Context: an optimization exercise on an open-source flow, tuned for small area, a short achievable clock period and few clock cycles per item. The choices shown serve that exercise and are no tape-out recipe. In this exercise RTL edits were held to simulation tests only and were not proved equivalent to the original. The clock port is modelled as an ideal driver; clocking choices that lean on that would not hold on a real chip.

==> 05-14 <==
// aes128_encr_round_ctrl
module aes128_encr_round_ctrl
#(
  parameter int NUM_ROUNDS = 10,
  parameter int RCNT_W     = 4
) (
  input  logic              clk,
  input  logic              rst,
  input  logic              in_valid,
  output logic              in_ready,
  input  logic [127:0]      plaintext,
  input  logic [127:0]      key,
  output logic              out_valid,
  input  logic              out_ready,
  output logic [127:0]      ciphertext
);
export LEC_CHECK = 0
export CAP_MARGIN = 20
export CORE_MARGIN = 2
export CORE_UTILIZATION = 30
export SLEW_MARGIN = 20
create_clock -name core_clock -period 20.0 [get_ports {clk}]
standard.sh (not shown) runs the stock make flow with config.mk's settings and CLKGATE_MAP_FILE= SYNTH_SCRIPT=/design/flow/synth_recipe.tcl, a recipe that flattens the netlist after the stock synthesis.
==> flow/flow/run.sh <==
#!/bin/bash
# Standard ORFS layout, except:
#  - synthesis maps the logic with an area-oriented ABC script (flow/abc.script)
#    instead of ORFS's abc_speed.script; registers are mapped before ABC runs, so
#    they are the standard synthesis's;
#  - ports are buffered with buf_1 (outputs: buf_2) instead of the resizer's default choice
#    (clkdlybuf4s50_1, a delay cell);
#  - timing repair aims at the extra setup and hold margins in flow/setup_margin.txt
#    and flow/hold_margin.txt, if any;
#  - outputs are placed on the top and bottom edges
#    (flow/pins.tcl);
#  - before global placement, the flip-flops that drive output ports are placed at
#    their pins and kept there through placement (flow/pre_gpl.tcl, post_dpl.tcl);
#    after global placement, the output port buffers are moved to their pins
#    (flow/place_io_flops.tcl);
#  - before CTS, the registers that capture the S-box stage (m_reg, t_reg)
#    are taken off the clock net (flow/clock_detach.tcl), so that CTS builds its
#    tree for the other registers;
#  - after CTS, the clk port drives four root clock buffers, each driving a quarter
#    of the leaf clock buffers directly, in place of CTS's upper tree
#    (flow/clock_top.tcl); the S-box-stage registers get leaf buffers of their own,
#    fed from the roots through one clock delay cell per root: useful skew between
#    internal registers only (flow/clock_stage1.tcl).
set -euo pipefail
W=$PWD
export FLOW_ABC_SCRIPT=$W/flow/abc.script
sed 's|log_cmd abc {\*}$abc_args|log_cmd abc -script $::env(FLOW_ABC_SCRIPT) {*}[lrange $abc_args 2 end]|' \
  "$FLOW_HOME/scripts/synth.tcl" > "$W/synth_core.tcl"
grep -q FLOW_ABC_SCRIPT "$W/synth_core.tcl"
sed "s|source \$::env(SCRIPTS_DIR)/synth.tcl|source $W/synth_core.tcl|" synth_recipe.tcl > "$W/synth_abc.tcl"
grep -q synth_core.tcl "$W/synth_abc.tcl"
bash standard.sh synth SYNTH_SCRIPT="$W/synth_abc.tcl" > "$W/synth.log" 2>&1
EXTRA=(BUFFER_PORTS_ARGS="-buffer_cell sky130_fd_sc_hd__buf_1" CTS_CLUSTER_SIZE=25 CTS_CLUSTER_DIAMETER=100 CORE_UTILIZATION=65 PLACE_DENSITY=0.8 PRE_IO_PLACEMENT_TCL="$W/flow/pins.tcl" PRE_GLOBAL_PLACE_TCL="$W/flow/pre_gpl.tcl" POST_GLOBAL_PLACE_TCL="$W/flow/place_io_flops.tcl" POST_DETAIL_PLACE_TCL="$W/flow/post_dpl.tcl" PRE_CTS_TCL="$W/flow/clock_detach.tcl" POST_CTS_TCL="$W/flow/post_cts.tcl")
if [[ -s flow/setup_margin.txt ]]; then
  EXTRA+=(SETUP_SLACK_MARGIN="$(cat flow/setup_margin.txt)")
fi
if [[ -s flow/hold_margin.txt ]]; then
  EXTRA+=(HOLD_SLACK_MARGIN="$(cat flow/hold_margin.txt)")
fi
bash standard.sh finish "${EXTRA[@]}" > "$W/layout.log" 2>&1
==> flow/flow/pins.tcl <==
# Before pin placement: outputs on the top and bottom edges (inputs anywhere), so that
# the output registers and buffers have room next to their pins.
set outs_b {}; set outs_t {}
foreach bt [[ord::get_db_block] getBTerms] {
  set n [$bt getName]
  if {[$bt getIoType] eq "OUTPUT"} {
    if {[regexp {^ciphertext\[([0-9]+)\]$} $n -> i]} {
      if {$i < 64} { lappend outs_b $n } else { lappend outs_t $n }
    } elseif {$n eq "out_valid"} { lappend outs_b $n } else { lappend outs_t $n }
  }
}
set_io_pin_constraint -pin_names $outs_b -region bottom:*
set_io_pin_constraint -pin_names $outs_t -region top:*
puts "pins: [llength $outs_b] + [llength $outs_t] outputs on bottom/top"
==> flow/flow/pre_gpl.tcl <==
# Before global placement: put each flip-flop that drives an output port next to its
# pin (the output ports are on the top and bottom edges), legalize, and mark them FIRM
# so that global and detailed placement place the other cells around them.
# post_dpl.tcl releases them afterwards.
set block [ord::get_db_block]
set core [$block getCoreArea]
set cells {}
foreach bterm [$block getBTerms] {
  if {[$bterm getIoType] ne "OUTPUT"} { continue }
  set net [$bterm getNet]
  if {$net eq "NULL"} { continue }
  set ff ""
  foreach it [$net getITerms] {
    if {[$it isOutputSignal]} { set ff [$it getInst] }
  }
  if {$ff eq "" || ![[$ff getMaster] isSequential]} { continue }
  set pb [$bterm getBBox]
  set x [expr {min(max(([$pb xMin] + [$pb xMax]) / 2, [$core xMin]), [$core xMax] - 12000)}]
  set y [expr {min(max(([$pb yMin] + [$pb yMax]) / 2, [$core yMin]), [$core yMax] - 3000)}]
  $ff setLocation $x $y
  $ff setPlacementStatus PLACED
  lappend cells $ff
}
detailed_placement
foreach c $cells { $c setPlacementStatus FIRM }
puts "pre_gpl: [llength $cells] output flip-flops placed at their pins"
Other scripts of this flow, unchanged in this note and not shown: flow/flow/abc.script, flow/flow/clock_detach.tcl, flow/flow/clock_stage1.tcl, flow/flow/clock_top.tcl, flow/flow/place_io_flops.tcl, flow/flow/post_cts.tcl, flow/flow/post_dpl.tcl
==> 02-06: changes against 05-14 <==
--- a/flow/flow/run.sh
+++ b/flow/flow/run.sh
@@ -7,7 +7,7 @@
 #    (clkdlybuf4s50_1, a delay cell);
 #  - timing repair aims at the extra setup and hold margins in flow/setup_margin.txt
 #    and flow/hold_margin.txt, if any;
-#  - outputs are placed on the top and bottom edges
+#  - the output pins are spread evenly along the top and bottom edges
 #    (flow/pins.tcl);
 #  - before global placement, the flip-flops that drive output ports are placed at
 #    their pins and kept there through placement (flow/pre_gpl.tcl, post_dpl.tcl);
==> flow/flow/pins.tcl (replaced) <==
# Before pin placement: the output pins go evenly spaced along the bottom edge
# (ciphertext[63:0], out_valid) and the top edge (ciphertext[127:64], in_ready), so
# that each output register and its buffer have room next to their pin. The tool
# places the inputs.
set block [ord::get_db_block]
set die [$block getDieArea]
set dbu [$block getDbUnitsPerMicron]
set outs_b {}; set outs_t {}
for {set i 0} {$i < 64} {incr i} { lappend outs_b "ciphertext\[$i\]" }
lappend outs_b out_valid
for {set i 64} {$i < 128} {incr i} { lappend outs_t "ciphertext\[$i\]" }
lappend outs_t in_ready
set w [expr {double([$die xMax] - [$die xMin]) / $dbu}]
foreach {pins edge} [list $outs_b bottom $outs_t top] {
  set n [llength $pins]
  set pitch [expr {($w - 20.0) / $n}]
  set y [expr {$edge eq "bottom" ? 0.0 : double([$die yMax]) / $dbu}]
  set i 0
  foreach p $pins {
    # met2 tracks: 0.23 + k * 0.46 um
    set x [expr {10.0 + ($i + 0.5) * $pitch}]
    set x [expr {0.23 + round(($x - 0.23) / 0.46) * 0.46}]
    place_pin -pin_name $p -layer met2 -location [list $x $y] -pin_size {0.14 0.485} -force_to_die_boundary
    incr i
  }
}
puts "pins: [llength $outs_b] + [llength $outs_t] output pins placed on the bottom/top edges"
==> flow/flow/pre_gpl.tcl (replaced) <==
# Before global placement: put each flip-flop that drives an output port in one of
# the rows next to its pin (the output ports are on the top and bottom edges), at the
# free legal site nearest to the pin, and mark it FIRM so that global and detailed
# placement place the other cells around it. post_dpl.tcl releases them afterwards.
# The row at the edge itself is left to the port buffers.
set block [ord::get_db_block]
set rows [lsort -command {apply {{a b} {expr {[[$a getBBox] yMin] - [[$b getBBox] yMin]}}}} [$block getRows]]
set nrows [llength $rows]
set sitew [[[lindex $rows 0] getSite] getWidth]
# occupied intervals per row index (fixed cells: tap and end cells)
array unset occ
foreach inst [$block getInsts] {
  if {![$inst isFixed]} { continue }
  set bb [$inst getBBox]
  set ri [expr {([$bb yMin] - [[[lindex $rows 0] getBBox] yMin]) / [[[lindex $rows 0] getSite] getHeight]}]
  lappend occ($ri) [list [$bb xMin] [$bb xMax]]
}
proc pg_free {ri x0 w} {
  global occ
  if {![info exists occ($ri)]} { return 1 }
  foreach iv $occ($ri) {
    if {$x0 < [lindex $iv 1] && $x0 + $w > [lindex $iv 0]} { return 0 }
  }
  return 1
}
set ports {}
foreach bterm [$block getBTerms] {
  if {[$bterm getIoType] ne "OUTPUT"} { continue }
  set net [$bterm getNet]
  if {$net eq "NULL"} { continue }
  set ff ""
  foreach it [$net getITerms] {
    if {[$it isOutputSignal]} { set ff [$it getInst] }
  }
  if {$ff eq "" || ![[$ff getMaster] isSequential]} { continue }
  set pb [$bterm getBBox]
  lappend ports [list [expr {([$pb xMin] + [$pb xMax]) / 2}] [$pb yMin] $ff]
}
set placed 0
foreach p [lsort -integer -index 0 $ports] {
  lassign $p px py ff
  set w [[$ff getMaster] getWidth]
  set top [expr {$py > [[$block getDieArea] yMax] / 2}]
  set best ""
  foreach k {1 2 3 4 5 6} {
    set ri [expr {$top ? $nrows - 1 - $k : $k}]
    set row [lindex $rows $ri]
    set rb [$row getBBox]
    set x0 [expr {[$rb xMin] + (($px - $w / 2 - [$rb xMin]) / $sitew) * $sitew}]
    for {set d 0} {$d < 200} {incr d} {
      foreach x [list [expr {$x0 + $d * $sitew}] [expr {$x0 - $d * $sitew}]] {
        if {$x < [$rb xMin] || $x + $w > [$rb xMax]} { continue }
        if {[pg_free $ri $x $w]} {
          set cost [expr {abs($x + $w / 2 - $px) + $k * 2720}]
          if {$best eq "" || $cost < [lindex $best 0]} { set best [list $cost $ri $x] }
          break
        }
      }
      if {$best ne "" && [lindex $best 1] == $ri} { break }
    }
  }
  if {$best eq ""} { puts "pre_gpl: no room for [$ff getName]"; continue }
  lassign $best cost ri x
  set row [lindex $rows $ri]
  $ff setOrient [$row getOrient]
  $ff setLocation $x [[$row getBBox] yMin]
  $ff setPlacementStatus FIRM
  lappend occ($ri) [list $x [expr {$x + $w}]]
  incr placed
}
puts "pre_gpl: $placed output flip-flops placed next to their pins"
==> notes <==
02-06 died in detailed placement (3_5_place_dp). 05-14 completed with no timing, DRC or antenna violations. In synthesized cell count, 02-06 and 05-14 do not differ. Synthesized area is the same in 02-06 and 05-14.
==> figures <==
|  | 02-06 | 05-14 |
|---|---|---|
| Die Wd | 268 um | 268 um |
| Compound-gate portion of the synthesized area | 4.63% | 4.63% |
| Number of register bits inferred by synthesis | 691 | 691 |
| Top Ports | 260 | 390 |
| Xor and xnor fraction of the mapped netlist area | 45.0% | 45.0% |
| Share of async-settable or async-resettable flops after synthesis | 0% | 0% |
| Multiplexer share of the synthesized area | 6.83% | 6.83% |
| Final HPWL from detailed placement | 125000 um | 120000 um |
| Nets in the synthesized netlist | 5044 | 5044 |
| Overall die height | 268 um | 268 um |
| Syn Std Cell Area | 45300 sq um | 45300 sq um |
| Cell count after synthesis | 4740 | 4740 |
| Share of the synthesized area in the top cell type | 31.5% | 31.5% |
| Largest area contributor in the synthesized netlist | sky130_fd_sc_hd__xnor2_1 | sky130_fd_sc_hd__xnor2_1 |
| Most frequently used cell type in the post-synthesis netlist | sky130_fd_sc_hd__xnor2_1 | sky130_fd_sc_hd__xnor2_1 |
| Outcome | aborted with a tool error | no timing/DRC/antenna violations |
| Stage where the flow stopped | detailed placement (3_5_place_dp) | - |
| Simple-gate area share of the yosys netlist | 8.39% | 8.39% |
| Adder and majority cell fraction of the synthesized area | 1.22% | 1.22% |
| Synth unique cells | 33 | 33 |
| Initial Util | 65.8% | 65.8% |
| Row count | 96 | 96 |
| Most used flip-flop cell after synthesis | sky130_fd_sc_hd__dfxtp_1 | sky130_fd_sc_hd__dfxtp_1 |
| Count of warnings emitted by yosys | 2 | 2 |
Testbench counts of 05-14, summed over its fixed seeds: cycles 3,880, items 384.
Testbench counts of 02-06, summed over its fixed seeds: cycles 3,880, items 384.

[static timing again, ports no longer ideal]
How much do the figures lean on ideal ports? The routed layout below was timed once more, with nothing changed but the port constraints.
Step 1, drivers: a clkbuf_16 drives clk and a buf_2 each remaining input, both assumed.
Step 2, shift: input delay + t, output delay - t, t = (earliest + latest rising clock arrival at the registers) / 2. This alone moves slack from input paths to output paths.
Three values: ideal ports, drivers, drivers and shift; two values: the first two.
run: 05-14
t (ns): 0.832
setup slack, ns: 14.968 / 14.826 / 14.332
worst setup path after step 2: input to register
clock arrival spread, ns: 0.691 / 0.691
worst slew at a driven data input, ns: 0.08
Clock arrivals are far apart in 05-14, so t is only a midpoint there and step 2 fits no single register. The setup slack of 05-14 moves by -0.142 ns with the drivers and by -0.636 ns with both steps.
